Context: an optimization exercise on an open-source flow, tuned for a short achievable clock period and few clock cycles. The choices shown serve that exercise and are no tape-out recipe. In this exercise RTL edits were held to simulation tests only and were not proved equivalent to the original. Power figures rest on the tool's default switching activity, not on a simulated workload.

Setup of v6:
Design processor, start of the top module:
module processor (
    input  logic                            clock,
    input  logic                            rst,
    output logic [isaPkg::wordWidth-1:0]    address_imem,
    input  logic [isaPkg::wordWidth-1:0]    q_imem,
    output logic [isaPkg::wordWidth-1:0]    address_dmem,
    output logic [isaPkg::wordWidth-1:0]    data,
    output logic                            wren,
    input  logic [isaPkg::wordWidth-1:0]    q_dmem,
    output logic                            ctrl_writeEnable,
    output logic [isaPkg::regAddrWidth-1:0] ctrl_writeReg,
    output logic [isaPkg::regAddrWidth-1:0] ctrl_readRegA,
    output logic [isaPkg::regAddrWidth-1:0] ctrl_readRegB,
    output logic [isaPkg::wordWidth-1:0]    data_writeReg,
    input  logic [isaPkg::wordWidth-1:0]    data_readRegA,
    input  logic [isaPkg::wordWidth-1:0]    data_readRegB
);
Size in the first run: about 28000 µm² of cells after synthesis.
clock: 5.5 ns
lec_check: 0
cap_margin: 20
core_margin: 2
core_utilization: 40
setup_slack_margin: 3.0
slew_margin: 20
synth_hierarchical: 1
standard.sh (not shown) runs the stock make flow with config.mk's settings and CLKGATE_MAP_FILE= SYNTH_SCRIPT=/design/flow/synth_recipe.tcl, a recipe that flattens the netlist after the stock synthesis.
==> flow/flow/run.sh <==
#!/bin/bash
# The standard layout (standard.sh: the standard flow's synthesis and ORFS steps, unchanged),
# with one difference: the buffers ORFS puts on every input and output port are
# plain sky130_fd_sc_hd__buf_4 cells instead of the delay-buffer cell buffer_ports
# would pick by itself. All of make's output goes to flow_make.log here.
set -euo pipefail
export BUFFER_PORTS_ARGS="-buffer_cell sky130_fd_sc_hd__buf_4"
bash standard.sh > flow_make.log 2>&1
Testbench counts of v6, summed over its fixed seeds: cycles 12,558.
For v7, these inputs were changed with respect to v6:
--- a/flow/design.v
+++ b/flow/design.v
@@ -221,21 +221,22 @@
     logic        cImmD;
     addCarry #(.W(10)) uLo1   (.a(pcLo), .b(10'd0),       .cin(1'b1), .sum(lo1),   .cout(c1));
     addCarry #(.W(10)) uTgtLo (.a(pcLo), .b(q_imem[9:0]), .cin(1'b1), .sum(tgtLo), .cout(cTgt));
     assign fImmD = {q_imem[16], q_imem[16:10]};
     addCarry #(.W(8))  uImmD  (.a(fImmD), .b(8'd0), .cin(1'b1), .sum(fImmDP1), .cout(cImmD));
     assign fImm = {{15{q_imem[16]}}, q_imem[16:0]};
     assign pc1  = {c1 ? pcTrueHi1 : pcTrueHi, lo1};
     logic [7:0]  bhtValid, bhtTaken;
     logic        fBltGuess;
     assign fBltGuess  = bhtValid[pcLo[2:0]] ? bhtTaken[pcLo[2:0]] : q_imem[16];
-    assign fPredTaken = fIsBne || (fIsBlt && fBltGuess);
+    logic [7:0]  exitNext;
+    assign fPredTaken = (fIsBne && !exitNext[pcLo[2:0]]) || (fIsBlt && fBltGuess);
     logic [9:0]  fNextLo;
     logic [21:0] fNextHi;
     logic [7:0]  fNextD, fNextDP1;
     logic        fNextC;
     always_comb begin
         fNextD   = 8'd0;
         fNextDP1 = 8'd1;
         if (fIsJump) begin
             fNextLo = q_imem[9:0];   fNextHi = {5'd0, q_imem[26:10]};  fNextC = 1'b0;
         end else if (fIsJr) begin
@@ -359,35 +360,37 @@
     logic        mWrites, mIsLoad, mIsStore, mIsAdd;
     logic [4:0]  mDest;
     logic [31:0] mLog, mStore;
     logic [15:0] mLo, mHi0, mHi1;
     logic        mC16;
     logic        mSelLo, mSelHi0, mSelHi1, mSelLog;   
     logic [9:0]  mAltLo;
     logic [21:0] mAltHi;
     logic [7:0]  mAltD, mAltDP1;
     logic        mAltC;
-    logic        mBltDone, mBltTaken;
+    logic        mBltDone, mBltTaken, mBneDone, mBneEnding;
     logic [2:0]  mBhtIdx;
     always_ff @(posedge clock) begin
         if (rst) begin
             mWrites  <= 1'b0;
             mIsLoad  <= 1'b0;
             mIsStore <= 1'b0;
             mBltMiss <= 1'b0;
             mBltDone <= 1'b0;
+            mBneDone <= 1'b0;
         end else begin
             mWrites  <= xGo && xWrites;
             mIsLoad  <= xGo && xIsLoad;
             mIsStore <= xGo && xIsStore;
             mBltMiss <= xGo && bltMiss;
             mBltDone <= xGo && xIsBlt;
+            mBneDone <= xGo && xIsBne;
         end
     end
     always_ff @(posedge clock) begin
         mDest   <= xDest;
         mIsAdd  <= xIsAdd;
         mLo     <= sumLo;
         mHi0    <= sumHi0;
         mHi1    <= sumHi1;
         mC16    <= carry16;
         mSelLo  <= !xIsLoad &&  xIsAdd;
@@ -395,32 +398,40 @@
         mSelHi1 <= !xIsLoad &&  xIsAdd &&  carry16;
         mSelLog <= !xIsLoad && !xIsAdd;
         mLog    <= logicResult | ({32{xIsJal}} & xK);    
         mStore  <= data_readRegB;
         mAltLo  <= xAltLo;
         mAltHi  <= xAltHi;
         mAltD   <= xAltD;
         mAltDP1 <= xAltDP1;
         mAltC   <= xAltC;
         mBltTaken <= lt;
+        mBneEnding <= ne && xPortA == 5'd0 && data_readRegB == 32'd1;
         mBhtIdx   <= xBhtIdx;
     end
     always_ff @(posedge clock) begin
         if (rst) begin
             bhtValid <= '0;
         end else if (mBltDone) begin
             bhtValid[mBhtIdx] <= 1'b1;
         end
     end
     always_ff @(posedge clock) begin
         if (mBltDone) bhtTaken[mBhtIdx] <= mBltTaken;
     end
+    always_ff @(posedge clock) begin
+        if (rst) begin
+            exitNext <= '0;
+        end else if (mBneDone) begin
+            exitNext[mBhtIdx] <= mBneEnding;
+        end
+    end
     logic mAddrHi1, mAddrHi0;
     always_ff @(posedge clock) begin
         mAddrHi1 <=  carry16;
         mAddrHi0 <= !carry16;
     end
     assign address_dmem[15:0] = mLo;
     for (genvar i = 0; i < 16; i++) begin : ad
         logic n0, n1;
         nandGate2 uA (.a(mHi0[i]), .b(mAddrHi0), .y(n0));
         nandGate2 uB (.a(mHi1[i]), .b(mAddrHi1), .y(n1));
Findings:
Compared with v6, v7 shows number of cells in the finished layout apart from fillers that has gone up slightly.
v7 vs. v6: register area picked up an extra 2.8%; number of logic stages on the critical path including buffering picked up an extra 1; sum of routed wire length over all layers picked up an extra 0.61%.
v7 vs v6 — antenna diode count rose 2.
Ratio of final minimum period to clock period for v7: 0.73 points up relative to v6
Diff v6 and v7: count of inserted tapcells higher in v7
Compared with v6, v7 is the less power-hungry design.
Critical path's largest stage delay was higher in the run labelled v7.
Compared with v6, in v7 post-route worst setup slack fell 0.040 ns, final critical path time including I/O delays and setup rose 0.040 ns, wire length per cell fell about 0.65%, clock share of power rose 2.8 points, clock edge transition at the registers on the reported setup and hold paths about even.
Testbench counts of v7, summed over its fixed seeds: cycles 12,410.


Another version of the RTL of processor (not shown whole).
For scale: about 3200 cells after synthesis, roughly 280 I/O pins, ~0.028 mm^2 of cells after synthesis.
clock: 5.5 ns
lec_check: 0
cap_margin: 20
core_margin: 2
core_utilization: 40
setup_slack_margin: 3.0
slew_margin: 20
synth_hierarchical: 1
run.sh (not shown) runs the stock make flow with config.mk's settings and CLKGATE_MAP_FILE= SYNTH_SCRIPT=/design/flow/synth_recipe.tcl, a recipe that flattens the netlist after the stock synthesis.
Stock flow here: none of the scripts above is used.
The starting point went through all stages and came out clean.
Testbench counts at the start, summed over its fixed seeds: cycles 12,558.
Next try:
--- a/flow/design.v
+++ b/flow/design.v
@@ -310,19 +310,13 @@
     notEqual uNeJr (.a(data_readRegB), .b({xAltHi, xAltLo}), .ne(neJr));
     lessThan uLt   (.a(data_readRegB), .b(data_readRegA), .lt(lt));
     assign xGo     = xLive && !mBltMiss;     
     assign brMiss  = xIsBne && !ne;
     assign jrMiss  = xIsJr && neJr;
     assign bltMiss = xIsBlt && (lt != xPredTaken);
-    logic kBneT, kBneN, kJr;
-    always_ff @(posedge clock) begin
-        kBneT <= !rst && !redirect && !(xGo && bltMiss) && fIsBne &&  fPredTaken;
-        kBneN <= !rst && !redirect && !(xGo && bltMiss) && fIsBne && !fPredTaken;
-        kJr   <= !rst && !redirect && !(xGo && bltMiss) && fIsJr;
-    end
-    assign redirect    = mBltMiss || (kBneT && !ne) || (kBneN && ne) || (kJr && neJr);
+    assign redirect    = mBltMiss || (xGo && (brMiss || jrMiss));
     always_comb begin
         if (mBltMiss) begin
             redirectLo = mAltLo;  redirectHi = mAltHi;  redirectC = mAltC;
             redirectD  = mAltD;   redirectDP1 = mAltDP1;
         end else if (xIsJr) begin
             redirectLo = data_readRegB[9:0];  redirectHi = data_readRegB[31:10];  redirectC = 1'b0;
After rerunning: Via count rises by 2.3%; wire length rises by 4.9%; sequential share of layout area falls by 0.27 points; clock-buffer cell count rises by 11; critical path depth does not change; cell count rises by 0.88%; worst setup slack got worse by 11 ps.
Testbench counts after the change, summed over its fixed seeds: cycles 12,558.


processor, a different RTL version from the one above (not shown whole).
Size: about 3800 cells after synthesis.
Design processor, start of the top module:
module processor (
    input  logic                            clock,
    input  logic                            rst,
    output logic [isaPkg::wordWidth-1:0]    address_imem,
    input  logic [isaPkg::wordWidth-1:0]    q_imem,
    output logic [isaPkg::wordWidth-1:0]    address_dmem,
    output logic [isaPkg::wordWidth-1:0]    data,
    output logic                            wren,
    input  logic [isaPkg::wordWidth-1:0]    q_dmem,
    output logic                            ctrl_writeEnable,
    output logic [isaPkg::regAddrWidth-1:0] ctrl_writeReg,
    output logic [isaPkg::regAddrWidth-1:0] ctrl_readRegA,
    output logic [isaPkg::regAddrWidth-1:0] ctrl_readRegB,
    output logic [isaPkg::wordWidth-1:0]    data_writeReg,
    input  logic [isaPkg::wordWidth-1:0]    data_readRegA,
    input  logic [isaPkg::wordWidth-1:0]    data_readRegB
);
Settings: LEC_CHECK=0, CAP_MARGIN=20, CORE_MARGIN=2, CORE_UTILIZATION=40, SETUP_SLACK_MARGIN=3.0, SLEW_MARGIN=20, SYNTH_HIERARCHICAL=1; clock period 5.5 ns.
standard.sh (not shown) runs the stock make flow with config.mk's settings and CLKGATE_MAP_FILE= SYNTH_SCRIPT=/design/flow/synth_recipe.tcl, a recipe that flattens the netlist after the stock synthesis.
Scripts as last shown in full above: flow/flow/run.sh
The starting point finished with timing, DRC and antenna clean.
Testbench counts at the start, summed over its fixed seeds: cycles 12,410.
Then changed:
--- a/flow/design.v
+++ b/flow/design.v
@@ -379,37 +379,28 @@
         end
     end
     assign xLive         = !xBubble;
     assign ctrl_readRegA = xPortA;         
     assign ctrl_readRegB = xPortB;         
     logic [31:0] opA, opB, logicResult;
     logic [15:0] sumLo, sumHi0, sumHi1;
     logic        carry16;
     assign opA = data_readRegA;
-    logic [3:0] xSelK, xSelB, xSelBn, fSelK, fSelB, fSelBn;
-    for (genvar q = 0; q < 4; q++) begin : opbs
-        passGate uK (.a(fImmB),                  .y(fSelK[q]));
-        passGate uB (.a(!fImmB && !fAluSel[1]),  .y(fSelB[q]));
-        passGate uN (.a(!fImmB &&  fAluSel[1]),  .y(fSelBn[q]));
+    logic [3:0] xSubC, xUseKC, fSubC, fUseKC;
+    for (genvar q = 0; q < 4; q++) begin : opb
+        passGate uS (.a(fAluSel[1]), .y(fSubC[q]));
+        passGate uK (.a(fImmB),      .y(fUseKC[q]));
+        assign opB[8*q+7:8*q] = xUseKC[q] ? xK[8*q+7:8*q]
+                              : (xSubC[q] ? ~data_readRegB[8*q+7:8*q] : data_readRegB[8*q+7:8*q]);
     end
     always_ff @(posedge clock) begin
-        xSelK  <= fSelK;
-        xSelB  <= fSelB;
-        xSelBn <= fSelBn;
-    end
-    for (genvar i = 0; i < 32; i++) begin : opb
-        localparam int Q = i / 8;
-        logic nb, tk, tb, tn;
-        invGate   uI (.a(data_readRegB[i]), .y(nb));
-        nandGate2 uK (.a(xK[i]),            .b(xSelK[Q]),  .y(tk));
-        nandGate2 uB (.a(data_readRegB[i]), .b(xSelB[Q]),  .y(tb));
-        nandGate2 uN (.a(nb),               .b(xSelBn[Q]), .y(tn));
-        nandGate3 uY (.a(tk), .b(tb), .c(tn), .y(opB[i]));
+        xSubC  <= fSubC;
+        xUseKC <= fUseKC;
     end
     alu uAlu (
         .opA(opA), .opB(opB), .sub(xSub), .logicSel(xLogicSel), .shamt(xShamt),
         .sumLo(sumLo), .carry16(carry16), .sumHi0(sumHi0), .sumHi1(sumHi1),
         .logicResult(logicResult)
     );
     logic ne, lt, brMiss, jrMiss, bltMiss, xGo;
     notEqual uNe   (.a(data_readRegA), .b(data_readRegB), .ne(ne));
     notEqual uNeJr (.a(data_readRegB), .b({xAltHi, xAltLo}), .ne(neJr));
Result: Clock-buffer cell count climbs by 4. First-iteration DRC count goes down by roughly a tenth. Worst setup slack is worse by 0.052 ns. Critical path depth rose by 8. Routed wire length barely changes. Via count shrinks slightly. Register-to-register slack loses 0.06 ns. Die area decreases slightly. Fmax shrinks slightly.
Testbench counts after the change, summed over its fixed seeds: cycles 12,410.

-- re-timing with driven ports --
No port has a modelled driver above. Below, the same layouts with a new extraction and two added sets of constraints. Step 1 assumes that a clkbuf_16 drives the clock port and a buf_2 every other input. Step 2, shift: input delay + t, output delay - t, t = (earliest + latest rising clock arrival at the registers) / 2. This alone moves slack from input paths to output paths. a / b / c = no drivers / after step 1 / after step 2; a / b = the first two.
run | t (ns) | slack for setup (ns) | worst hold slack (ns) | worst slew at a driven data input, ns | pins driven straight from the clock port
v6 | 0.661 | 2.747 / 2.746 / 2.085 | 0.326 / 0.326 / 0.326 | 0.16 | 1
v7 | 0.659 | 2.707 / 2.707 / 2.123 | 0.322 / 0.322 / 0.322 | 0.09 | 1
the first run of note 2 | 0.671 | 2.697 / 2.661 / 2.176 | 0.325 / 0.325 / 0.325 | 0.12 | 1
the second run of note 2 | 0.668 | 2.686 / 2.647 / 2.109 | 0.327 / 0.327 / 0.327 | 0.09 | 1
the first run of note 3 | 0.666 | 2.890 / 2.825 / 2.236 | 0.326 / 0.326 / 0.326 | 0.16 | 1
the second run of note 3 | 0.671 | 2.838 / 2.792 / 2.191 | 0.325 / 0.325 / 0.325 | 0.17 | 1
After both steps setup and hold are still met in every run listed. The setup slack of v6, which loses most, moves by -0.001 ns with the drivers and by -0.662 ns with both steps.
